Source: an optimization exercise on an open RTL-to-GDS flow (aim: small area, a short achievable clock period and few clock cycles). Production flows keep margins and buffers that such runs may drop.
Power is estimated from default activity; no workload was simulated.

==> 04-25: inputs <==
==> flow/design.v <==
package flacmh_pkg;
  localparam int INFO_BYTES = 18;
  localparam int ADDR_W = 3;
  localparam logic [2:0] ST_OK = 3'd0;
  localparam logic [2:0] ST_BAD_MARKER = 3'd1;
  localparam logic [2:0] ST_TRUNCATED = 3'd2;
  localparam logic [2:0] ST_SKIP_EOF = 3'd3;
  localparam logic [2:0] ST_NO_INFO = 3'd4;
  localparam logic [6:0] KIND_STREAMINFO = 7'd0;
  localparam logic [6:0] KIND_SEEKTABLE = 7'd3;
  localparam logic [7:0] MARKER_0 = 8'h66;
  localparam logic [7:0] MARKER_1 = 8'h4C;
  localparam logic [7:0] MARKER_2 = 8'h61;
  localparam logic [7:0] MARKER_3 = 8'h43;
endpackage
module flacmh_div
(
  input  logic [25:0] rem,
  input  logic        bit_in,
  input  logic [25:0] divisor,
  output logic [25:0] rem_next,
  output logic        q
);
  logic [26:0] shifted;
  logic [27:0] diff;
  always_comb begin
    shifted = {rem, bit_in};
    diff = {1'b0, shifted} - {2'b0, divisor};
    q = ~diff[27];
    rem_next = q ? diff[25:0] : shifted[25:0];
  end
endmodule
import flacmh_pkg::*;
module flac_metadata_header_parser
(
  input  logic              clk,
  input  logic              rst,
  input  logic              psel,
  input  logic              penable,
  input  logic              pwrite,
  input  logic [ADDR_W-1:0] paddr,
  input  logic [31:0]       pwdata,
  output logic [31:0]       prdata,
  output logic              pready,
  input  logic              in_valid,
  output logic              in_stall,
  input  logic [7:0]        data_byte,
  input  logic              end_of_file,
  input  logic              restart,
  output logic              out_valid,
  input  logic              out_stall,
  output logic [2:0]        status,
  output logic [19:0]       sample_rate,
  output logic [3:0]        channel_count,
  output logic [5:0]        bits_per_sample,
  output logic [15:0]       min_block_size,
  output logic [15:0]       max_block_size,
  output logic [23:0]       min_frame_size,
  output logic [23:0]       max_frame_size,
  output logic [31:0]       total_samples,
  output logic [31:0]       metadata_length,
  output logic [31:0]       bitrate_kbps
);
  localparam logic [1:0] PH_MARKER = 2'd0;
  localparam logic [1:0] PH_HEADER = 2'd1;
  localparam logic [1:0] PH_BODY = 2'd2;
  localparam logic [1:0] PH_DONE = 2'd3;
  localparam logic [1:0] DV_IDLE = 2'd0;
  localparam logic [1:0] DV_DIV1 = 2'd1;
  localparam logic [1:0] DV_DIV2 = 2'd2;
  logic [31:0] file_size;
  logic [1:0]  phase;
  logic [1:0]  idx;           
  logic [23:0] cnt;           
  logic        blk_last;
  logic        blk_info;
  logic        seen;
  logic [31:0] meta;
  logic [4:0]  capn;          
  logic [7:0]  info [INFO_BYTES];
  logic        meta_upd;      
  logic        blk_chk;       
  logic        clr_done;      
  logic        zstall;        
  logic        pend;          
  logic [2:0]  pstat;
  logic [1:0]  dstate;
  logic [4:0]  step;
  logic [25:0] rem;
  logic [6:0]  rem125;
  logic [25:0] secs;
  logic        big;
  logic        secs_ok;
  logic [25:0] quo;
  logic        abit_q;        
  logic        kz;            
  assign pready = 1'b1;
  assign prdata = paddr[2] ? 32'd0 : file_size;
  logic ok_p;
  logic snap_free;
  logic handoff;
  logic acc;
  assign ok_p = (pstat == ST_OK);
  assign snap_free = !out_valid && (dstate != DV_DIV2);
  assign handoff = pend && snap_free && !meta_upd && (ok_p ? secs_ok : clr_done);
  assign in_stall = (pend && !handoff) || zstall;
  assign acc = in_valid && !in_stall;
  logic [7:0]  marker_exp;
  always_comb begin
    unique case (idx)
      2'd0: marker_exp = MARKER_0;
      2'd1: marker_exp = MARKER_1;
      2'd2: marker_exp = MARKER_2;
      default: marker_exp = MARKER_3;
    endcase
  end
  logic [23:0] len;
  logic [6:0]  kind;
  logic        k_info;
  logic        k_skip;
  logic        len_zero;
  logic [32:0] meta_new;
  logic        chk;
  logic        skip_now;
  logic        zfin;
  logic        end2;
  always_comb begin
    len = {cnt[15:0], data_byte};
    kind = cnt[22:16];
    k_info = (kind == KIND_STREAMINFO);
    k_skip = !k_info && (kind != KIND_SEEKTABLE);
    len_zero = (cnt[15:0] == 16'd0) && (data_byte == 8'd0);
    meta_new = {1'b0, meta} + {9'd0, cnt} + 33'd4;
    chk = meta_upd && blk_chk;
    skip_now = chk && (meta_new >= {1'b0, file_size});
    zfin = zstall;
    end2 = skip_now || zfin;
  end
  logic [1:0]  phase_n;
  logic [1:0]  idx_n;
  logic [23:0] cnt_n;
  logic        last_n;
  logic        chk_n;
  logic        binfo_n;
  logic        seen_n;
  logic        meta_set;
  logic        hdr_end;
  logic [4:0]  capn_n;
  logic        cap_we;
  logic        info_hdr;
  logic        end_go;
  logic [2:0]  end_st;
  logic        fin;
  always_comb begin
    phase_n = phase;
    idx_n = idx;
    cnt_n = cnt;
    last_n = blk_last;
    chk_n = blk_chk;
    binfo_n = blk_info;
    seen_n = seen;
    meta_set = 1'b0;
    hdr_end = 1'b0;
    capn_n = capn;
    cap_we = 1'b0;
    info_hdr = 1'b0;
    end_go = 1'b0;
    end_st = ST_OK;
    fin = 1'b0;
    if (acc) begin
      if (restart) begin
        phase_n = PH_MARKER;
        idx_n = 2'd0;
        seen_n = 1'b0;
      end else if (phase != PH_DONE) begin
        if (end_of_file) begin
          end_go = 1'b1;
          end_st = ST_TRUNCATED;
        end else begin
          unique case (phase)
            PH_MARKER: begin
              idx_n = idx + 2'd1;
              if (data_byte != marker_exp) begin
                end_go = 1'b1;
                end_st = ST_BAD_MARKER;
              end else if (idx == 2'd3) begin
                meta_set = 1'b1;
                phase_n = PH_HEADER;
              end
            end
            PH_HEADER: begin
              idx_n = idx + 2'd1;
              cnt_n = {cnt[15:0], data_byte};
              if (idx == 2'd3) begin
                hdr_end = 1'b1;
                last_n = cnt[23];
                binfo_n = k_info;
                chk_n = k_skip;
                if (k_info && len_zero) begin
                  end_go = 1'b1;
                  end_st = ST_TRUNCATED;
                end else begin
                  if (k_info) begin
                    info_hdr = 1'b1;
                    seen_n = 1'b1;
                    capn_n = 5'd0;
                  end
                  if (len_zero) begin
                    fin = cnt[23] && !k_skip;
                  end else begin
                    phase_n = PH_BODY;
                  end
                end
              end
            end
            PH_BODY: begin
              cnt_n = cnt - 24'd1;
              if (blk_info && capn != 5'(INFO_BYTES)) begin
                cap_we = 1'b1;
                capn_n = capn + 5'd1;
              end
              if (cnt == 24'd1) begin
                if (blk_last) begin
                  fin = 1'b1;
                end else begin
                  phase_n = PH_HEADER;
                end
              end
            end
            default: begin
            end
          endcase
        end
      end
    end
    if (fin || zfin) begin
      end_go = 1'b1;
      end_st = seen ? ST_OK : ST_NO_INFO;
    end
    if (skip_now) begin
      end_go = 1'b1;
      end_st = ST_SKIP_EOF;
    end
    if (end_go) begin
      phase_n = (end2 && acc && restart) ? PH_MARKER : PH_DONE;
    end
  end
  logic       info_clr;
  logic [7:0] info_d;
  logic [7:0] sv [INFO_BYTES];
  assign info_clr = info_hdr || (pend && !ok_p);
  assign info_d = info_clr ? 8'd0 : data_byte;
  always_comb begin
    for (int i = 0; i < INFO_BYTES; i++) begin
      sv[i] = info[i];
    end
  end
  logic [19:0] f_rate;
  logic [31:0] f_total;
  assign f_rate = {sv[10], sv[11], sv[12][7:4]};
  assign f_total = {sv[14], sv[15], sv[16], sv[17]};
  logic        kill;
  logic        info_done;
  logic        d1_go;
  logic        d1_last;
  logic        d2_last;
  logic [32:0] dsub;
  logic        d2_go;
  logic        short1;
  assign kill = acc && (restart || info_hdr);
  assign info_done = !(phase == PH_BODY && blk_info && capn != 5'(INFO_BYTES));
  assign d1_go = (dstate == DV_IDLE) && seen && !secs_ok && info_done && !kill;
  assign d1_last = (dstate == DV_DIV1) && (step == 5'd31);
  assign d2_last = (dstate == DV_DIV2) && (step == 5'd0);
  assign dsub = {1'b0, file_size} - {1'b0, meta};
  assign d2_go = handoff && ok_p;
  assign short1 = (f_rate[19:16] != 4'd0) || (f_total[31:16] < f_rate[15:0]);
  logic [7:0]  t125;
  logic        a_bit;
  logic [6:0]  rem125_n;
  logic [25:0] s_div;
  logic [25:0] rem_n;
  logic        q_bit;
  always_comb begin
    t125 = {rem125, quo[25]};
    a_bit = (t125 >= 8'd125);
    rem125_n = a_bit ? 7'(t125 - 8'd125) : t125[6:0];
    s_div = (dstate == DV_DIV1) ? {6'd0, f_rate} : secs;
  end
  flacmh_div u_div (
    .rem      (rem),
    .bit_in   ((dstate == DV_DIV1) ? secs[25] : abit_q),
    .divisor  (s_div),
    .rem_next (rem_n),
    .q        (q_bit)
  );
  always_ff @(posedge clk) begin
    if (rst) begin
      file_size <= '0;
      phase <= PH_MARKER;
      idx <= '0;
      seen <= 1'b0;
      pend <= 1'b0;
      meta_upd <= 1'b0;
      dstate <= DV_IDLE;
      secs_ok <= 1'b0;
      out_valid <= 1'b0;
    end else begin
      if (psel && penable && pwrite && !paddr[2]) begin
        file_size <= pwdata;
      end
      phase <= phase_n;
      idx <= idx_n;
      seen <= seen_n;
      meta_upd <= hdr_end;
      if (end_go) begin
        pend <= 1'b1;
      end else if (handoff) begin
        pend <= 1'b0;
      end
      unique case (dstate)
        DV_IDLE: begin
          if (d2_go) begin
            dstate <= DV_DIV2;
          end else if (d1_go) begin
            dstate <= DV_DIV1;
          end
        end
        DV_DIV1: begin
          if (kill || d1_last) begin
            dstate <= DV_IDLE;
          end
        end
        default: begin
          if (d2_last) begin
            dstate <= DV_IDLE;
          end
        end
      endcase
      if (kill) begin
        secs_ok <= 1'b0;
      end else if (d1_last) begin
        secs_ok <= 1'b1;
      end
      if (handoff && !ok_p) begin
        out_valid <= 1'b1;
      end else if (d2_last) begin
        out_valid <= 1'b1;
      end else if (!out_stall) begin
        out_valid <= 1'b0;
      end
    end
  end
  always_ff @(posedge clk) begin
    cnt <= cnt_n;
    blk_last <= last_n;
    blk_info <= binfo_n;
    capn <= capn_n;
    blk_chk <= chk_n;
    zstall <= hdr_end && chk_n && len_zero && cnt[23] && !rst;
    clr_done <= pend && !ok_p;
    if (meta_set) begin
      meta <= 32'd4;
    end else if (meta_upd) begin
      meta <= meta_new[31:0];
    end
    if (end_go) begin
      pstat <= end_st;
    end
    for (int i = 0; i < INFO_BYTES; i++) begin
      if (info_clr || (cap_we && capn == 5'(i))) begin
        info[i] <= info_d;
      end
    end
    if (dstate == DV_IDLE) begin
      abit_q <= 1'b0;
      if (d2_go) begin
        step <= 5'd26;
        rem <= '0;
      end else if (short1) begin
        step <= 5'd14;
        rem <= {10'd0, f_total[31:16]};
      end else begin
        step <= 5'd24;
        rem <= {20'd0, f_total[31:26]};
      end
      if (d2_go) begin
        rem125 <= dsub[31:26];
        quo <= dsub[25:0];
        kz <= dsub[32] || big || (secs == 26'd0);
      end
      if (d1_go) begin
        secs <= short1 ? {f_total[15:0], 10'd0} : f_total[25:0];
        big <= !short1 && (f_rate[19:6] == 14'd0) && (f_total[31:26] >= f_rate[5:0]);
      end
    end else begin
      step <= step - 5'd1;
      rem <= rem_n;
      if (dstate == DV_DIV1) begin
        secs <= {secs[24:0], q_bit};
      end else begin
        abit_q <= a_bit;
        rem125 <= rem125_n;
        quo <= {quo[24:0], q_bit && !kz};
      end
    end
    if (handoff && !ok_p) begin
      quo <= '0;
    end
    if (handoff) begin
      status <= pstat;
      sample_rate <= f_rate;
      min_block_size <= {sv[0], sv[1]};
      max_block_size <= {sv[2], sv[3]};
      min_frame_size <= {sv[4], sv[5], sv[6]};
      max_frame_size <= {sv[7], sv[8], sv[9]};
      total_samples <= f_total;
      if (ok_p) begin
        channel_count <= {1'b0, sv[12][3:1]} + 4'd1;
        bits_per_sample <= {1'b0, sv[12][0], sv[13][7:4]} + 6'd1;
        metadata_length <= meta;
      end else begin
        channel_count <= '0;
        bits_per_sample <= '0;
        metadata_length <= '0;
      end
    end
  end
  assign bitrate_kbps = {6'd0, quo};
endmodule
==> flow/flow/run.sh <==
#!/bin/bash
set -uo pipefail
export BUFFER_PORTS_ARGS="-buffer_cell sky130_fd_sc_hd__buf_1"
bash standard.sh SETUP_SLACK_MARGIN=5.5 finish > make.log 2>&1
==> flow/standard.sh <==
#!/bin/bash
# synth_recipe.tcl (not shown) runs the flow's synth.tcl, then flattens the netlist and writes it again
# the make line also repeats each setting of config.mk as NAME=value (left out here)
make -C /OpenROAD-flow-scripts/flow DESIGN_CONFIG=/design/flow/config.mk WORK_HOME=/design/flow/orfs CLKGATE_MAP_FILE= SYNTH_SCRIPT=/design/flow/synth_recipe.tcl "${@:-finish}"
==> flow/config.mk <==
export PLATFORM = sky130hd
export DESIGN_NAME = flac_metadata_header_parser
export DESIGN_NICKNAME = flac_metadata_header_parser
export VERILOG_FILES = /design/flow/design.v
export SDC_FILE = /design/flow/constraint.sdc
export NUM_CORES = 4
export LEC_CHECK = 0
export CAP_MARGIN = 20
export CORE_MARGIN = 2
export CORE_UTILIZATION = 60
export SLEW_MARGIN = 20
==> flow/constraint.sdc <==
create_clock -name core_clock -period 10.0 [get_ports {clk}]
set_input_delay 2.0000 -clock core_clock [delete_from_list [all_inputs] [get_ports {clk}]]
set_output_delay 2.0000 -clock core_clock [all_outputs]
set_load 0.01 [all_outputs]
==> 08-10 (differences from 04-25) <==
--- a/flow/design.v
+++ b/flow/design.v
@@ -81,5 +81,6 @@
   logic        meta_upd;      
-  logic        blk_chk;       
-  logic        clr_done;      
-  logic        zstall;        
+  logic        cmp_gt;        
+  logic        cmp_eq;        
+  logic        room_le0;
+  logic        room_big;
   logic        pend;          
@@ -94,2 +95,3 @@
   logic [25:0] quo;
+  logic        bit_q;         
   logic        abit_q;        
@@ -104,4 +106,4 @@
   assign snap_free = !out_valid && (dstate != DV_DIV2);
-  assign handoff = pend && snap_free && !meta_upd && (ok_p ? secs_ok : clr_done);
-  assign in_stall = (pend && !handoff) || zstall;
+  assign handoff = pend && snap_free && !meta_upd && (!ok_p || secs_ok);
+  assign in_stall = pend && !handoff;
   assign acc = in_valid && !in_stall;
@@ -121,7 +123,5 @@
   logic        len_zero;
-  logic [32:0] meta_new;
-  logic        chk;
-  logic        skip_now;
-  logic        zfin;
-  logic        end2;
+  logic [31:0] hpos;
+  logic [32:0] room;
+  logic        past_eof;
   always_comb begin
@@ -132,7 +132,5 @@
     len_zero = (cnt[15:0] == 16'd0) && (data_byte == 8'd0);
-    meta_new = {1'b0, meta} + {9'd0, cnt} + 33'd4;
-    chk = meta_upd && blk_chk;
-    skip_now = chk && (meta_new >= {1'b0, file_size});
-    zfin = zstall;
-    end2 = skip_now || zfin;
+    hpos = meta + 32'd4;
+    room = {1'b0, file_size} - {1'b0, hpos};
+    past_eof = room_le0 || (!room_big && (cmp_gt || (cmp_eq && data_byte >= room[7:0])));
   end
@@ -142,3 +140,2 @@
   logic        last_n;
-  logic        chk_n;
   logic        binfo_n;
@@ -147,2 +144,4 @@
   logic        hdr_end;
+  logic        hdr_b1;
+  logic        hdr_b2;
   logic [4:0]  capn_n;
@@ -158,3 +157,2 @@
     last_n = blk_last;
-    chk_n = blk_chk;
     binfo_n = blk_info;
@@ -163,2 +161,4 @@
     hdr_end = 1'b0;
+    hdr_b1 = 1'b0;
+    hdr_b2 = 1'b0;
     capn_n = capn;
@@ -193,2 +193,4 @@
               cnt_n = {cnt[15:0], data_byte};
+              hdr_b1 = (idx == 2'd1);
+              hdr_b2 = (idx == 2'd2);
               if (idx == 2'd3) begin
@@ -197,3 +199,2 @@
                 binfo_n = k_info;
-                chk_n = k_skip;
                 if (k_info && len_zero) begin
@@ -201,2 +202,5 @@
                   end_st = ST_TRUNCATED;
+                end else if (k_skip && past_eof) begin
+                  end_go = 1'b1;
+                  end_st = ST_SKIP_EOF;
                 end else begin
@@ -208,3 +212,3 @@
                   if (len_zero) begin
-                    fin = cnt[23] && !k_skip;
+                    fin = cnt[23];
                   end else begin
@@ -235,3 +239,3 @@
     end
-    if (fin || zfin) begin
+    if (fin) begin
       end_go = 1'b1;
@@ -239,18 +243,10 @@
     end
-    if (skip_now) begin
-      end_go = 1'b1;
-      end_st = ST_SKIP_EOF;
-    end
     if (end_go) begin
-      phase_n = (end2 && acc && restart) ? PH_MARKER : PH_DONE;
+      phase_n = PH_DONE;
     end
   end
-  logic       info_clr;
-  logic [7:0] info_d;
   logic [7:0] sv [INFO_BYTES];
-  assign info_clr = info_hdr || (pend && !ok_p);
-  assign info_d = info_clr ? 8'd0 : data_byte;
   always_comb begin
     for (int i = 0; i < INFO_BYTES; i++) begin
-      sv[i] = info[i];
+      sv[i] = (capn > 5'(i)) ? info[i] : 8'd0;
     end
@@ -268,3 +264,2 @@
   logic        d2_go;
-  logic        short1;
   assign kill = acc && (restart || info_hdr);
@@ -276,3 +271,2 @@
   assign d2_go = handoff && ok_p;
-  assign short1 = (f_rate[19:16] != 4'd0) || (f_total[31:16] < f_rate[15:0]);
   logic [7:0]  t125;
@@ -291,3 +285,3 @@
     .rem      (rem),
-    .bit_in   ((dstate == DV_DIV1) ? secs[25] : abit_q),
+    .bit_in   ((dstate == DV_DIV1) ? bit_q : abit_q),
     .divisor  (s_div),
@@ -358,5 +352,2 @@
     capn <= capn_n;
-    blk_chk <= chk_n;
-    zstall <= hdr_end && chk_n && len_zero && cnt[23] && !rst;
-    clr_done <= pend && !ok_p;
     if (meta_set) begin
@@ -364,4 +355,13 @@
     end else if (meta_upd) begin
-      meta <= meta_new[31:0];
+      meta <= meta + {8'd0, cnt} + 32'd4;
     end
+    if (hdr_b1) begin
+      cmp_gt <= (data_byte > room[23:16]);
+      cmp_eq <= (data_byte == room[23:16]);
+    end else if (hdr_b2) begin
+      cmp_gt <= cmp_gt || (cmp_eq && data_byte > room[15:8]);
+      cmp_eq <= cmp_eq && (data_byte == room[15:8]);
+    end
+    room_le0 <= room[32] || (room == 33'd0);
+    room_big <= !room[32] && (room[31:24] != 8'd0);
     if (end_go) begin
@@ -370,4 +370,4 @@
     for (int i = 0; i < INFO_BYTES; i++) begin
-      if (info_clr || (cap_we && capn == 5'(i))) begin
-        info[i] <= info_d;
+      if (cap_we && capn == 5'(i)) begin
+        info[i] <= data_byte;
       end
@@ -375,14 +375,7 @@
     if (dstate == DV_IDLE) begin
+      bit_q <= f_total[31];
       abit_q <= 1'b0;
+      rem <= '0;
       if (d2_go) begin
         step <= 5'd26;
-        rem <= '0;
-      end else if (short1) begin
-        step <= 5'd14;
-        rem <= {10'd0, f_total[31:16]};
-      end else begin
-        step <= 5'd24;
-        rem <= {20'd0, f_total[31:26]};
-      end
-      if (d2_go) begin
         rem125 <= dsub[31:26];
@@ -390,6 +383,7 @@
         kz <= dsub[32] || big || (secs == 26'd0);
-      end
-      if (d1_go) begin
-        secs <= short1 ? {f_total[15:0], 10'd0} : f_total[25:0];
-        big <= !short1 && (f_rate[19:6] == 14'd0) && (f_total[31:26] >= f_rate[5:0]);
+      end else begin
+        step <= 5'd30;
+        if (d1_go) begin
+          big <= 1'b0;
+        end
       end
@@ -399,3 +393,7 @@
       if (dstate == DV_DIV1) begin
+        bit_q <= f_total[step];
         secs <= {secs[24:0], q_bit};
+        if (step >= 5'd25 && step != 5'd31 && q_bit) begin
+          big <= 1'b1;
+        end
       end else begin
@@ -411,15 +409,21 @@
       status <= pstat;
-      sample_rate <= f_rate;
-      min_block_size <= {sv[0], sv[1]};
-      max_block_size <= {sv[2], sv[3]};
-      min_frame_size <= {sv[4], sv[5], sv[6]};
-      max_frame_size <= {sv[7], sv[8], sv[9]};
-      total_samples <= f_total;
       if (ok_p) begin
+        sample_rate <= f_rate;
         channel_count <= {1'b0, sv[12][3:1]} + 4'd1;
         bits_per_sample <= {1'b0, sv[12][0], sv[13][7:4]} + 6'd1;
+        min_block_size <= {sv[0], sv[1]};
+        max_block_size <= {sv[2], sv[3]};
+        min_frame_size <= {sv[4], sv[5], sv[6]};
+        max_frame_size <= {sv[7], sv[8], sv[9]};
+        total_samples <= f_total;
         metadata_length <= meta;
       end else begin
+        sample_rate <= '0;
         channel_count <= '0;
         bits_per_sample <= '0;
+        min_block_size <= '0;
+        max_block_size <= '0;
+        min_frame_size <= '0;
+        max_frame_size <= '0;
+        total_samples <= '0;
         metadata_length <= '0;
==> flow/run.sh (new file) <==
#!/bin/bash
# synth_recipe.tcl (not shown) runs the flow's synth.tcl, then flattens the netlist and writes it again
# the make line also repeats each setting of config.mk as NAME=value (left out here)
make -C /OpenROAD-flow-scripts/flow DESIGN_CONFIG=/design/flow/config.mk WORK_HOME=/design/flow/orfs CLKGATE_MAP_FILE= SYNTH_SCRIPT=/design/flow/synth_recipe.tcl finish
- CORE_UTILIZATION: 60 -> 40
removed: flow/flow/run.sh
removed: flow/standard.sh
==> notes <==
- Against 08-10, the worst setup slack of 04-25 is better by 0.65 ns.
- Sequential share of layout area: 08-10 is lower than 04-25 (4.4 points).
- Area after synthesis: 08-10 is higher than 04-25 (about 7%).
- Against 04-25, the sequential power of 08-10 is smaller by about 6%.
- Between 08-10 and 04-25, the lower critical path depth is in 08-10 (gap 19).
- In 04-25 the total power is higher than in 08-10, by 4.5%.
- Between 04-25 and 08-10, the lower register-to-register slack is in 08-10 (gap 0.62 ns).
No functional check of the RTL was part of any run of this note.

## port drivers added, routing unchanged
No port has a modelled driver above. Below, the same layouts with a new extraction and two added sets of constraints. Step 1 sets driving cells, clkbuf_16 on the clock port and buf_2 on the other inputs (assumed; they add their load-dependent delay and slew). Step 2 also shifts input and output timing later by t, the mid clock arrival at the registers, as if the neighbouring blocks saw the same clock. a / b / c = no drivers / after step 1 / after step 2; a / b = the first two.
run | t, ns | slack for setup (ns) | latest minus earliest clock arrival (ns) | worst slew at a driven data input, ns
04-25 | 0.672 | 5.172 / 5.172 / 5.172 | 0.022 / 0.022 | 0.09
08-10 | 0.686 | 4.526 / 4.502 / 4.502 | 0.046 / 0.046 | 0.06
After both steps setup and hold are still met in every run listed. The setup slack of 08-10, which loses most, moves by -0.024 ns with the drivers and by -0.024 ns with both steps.
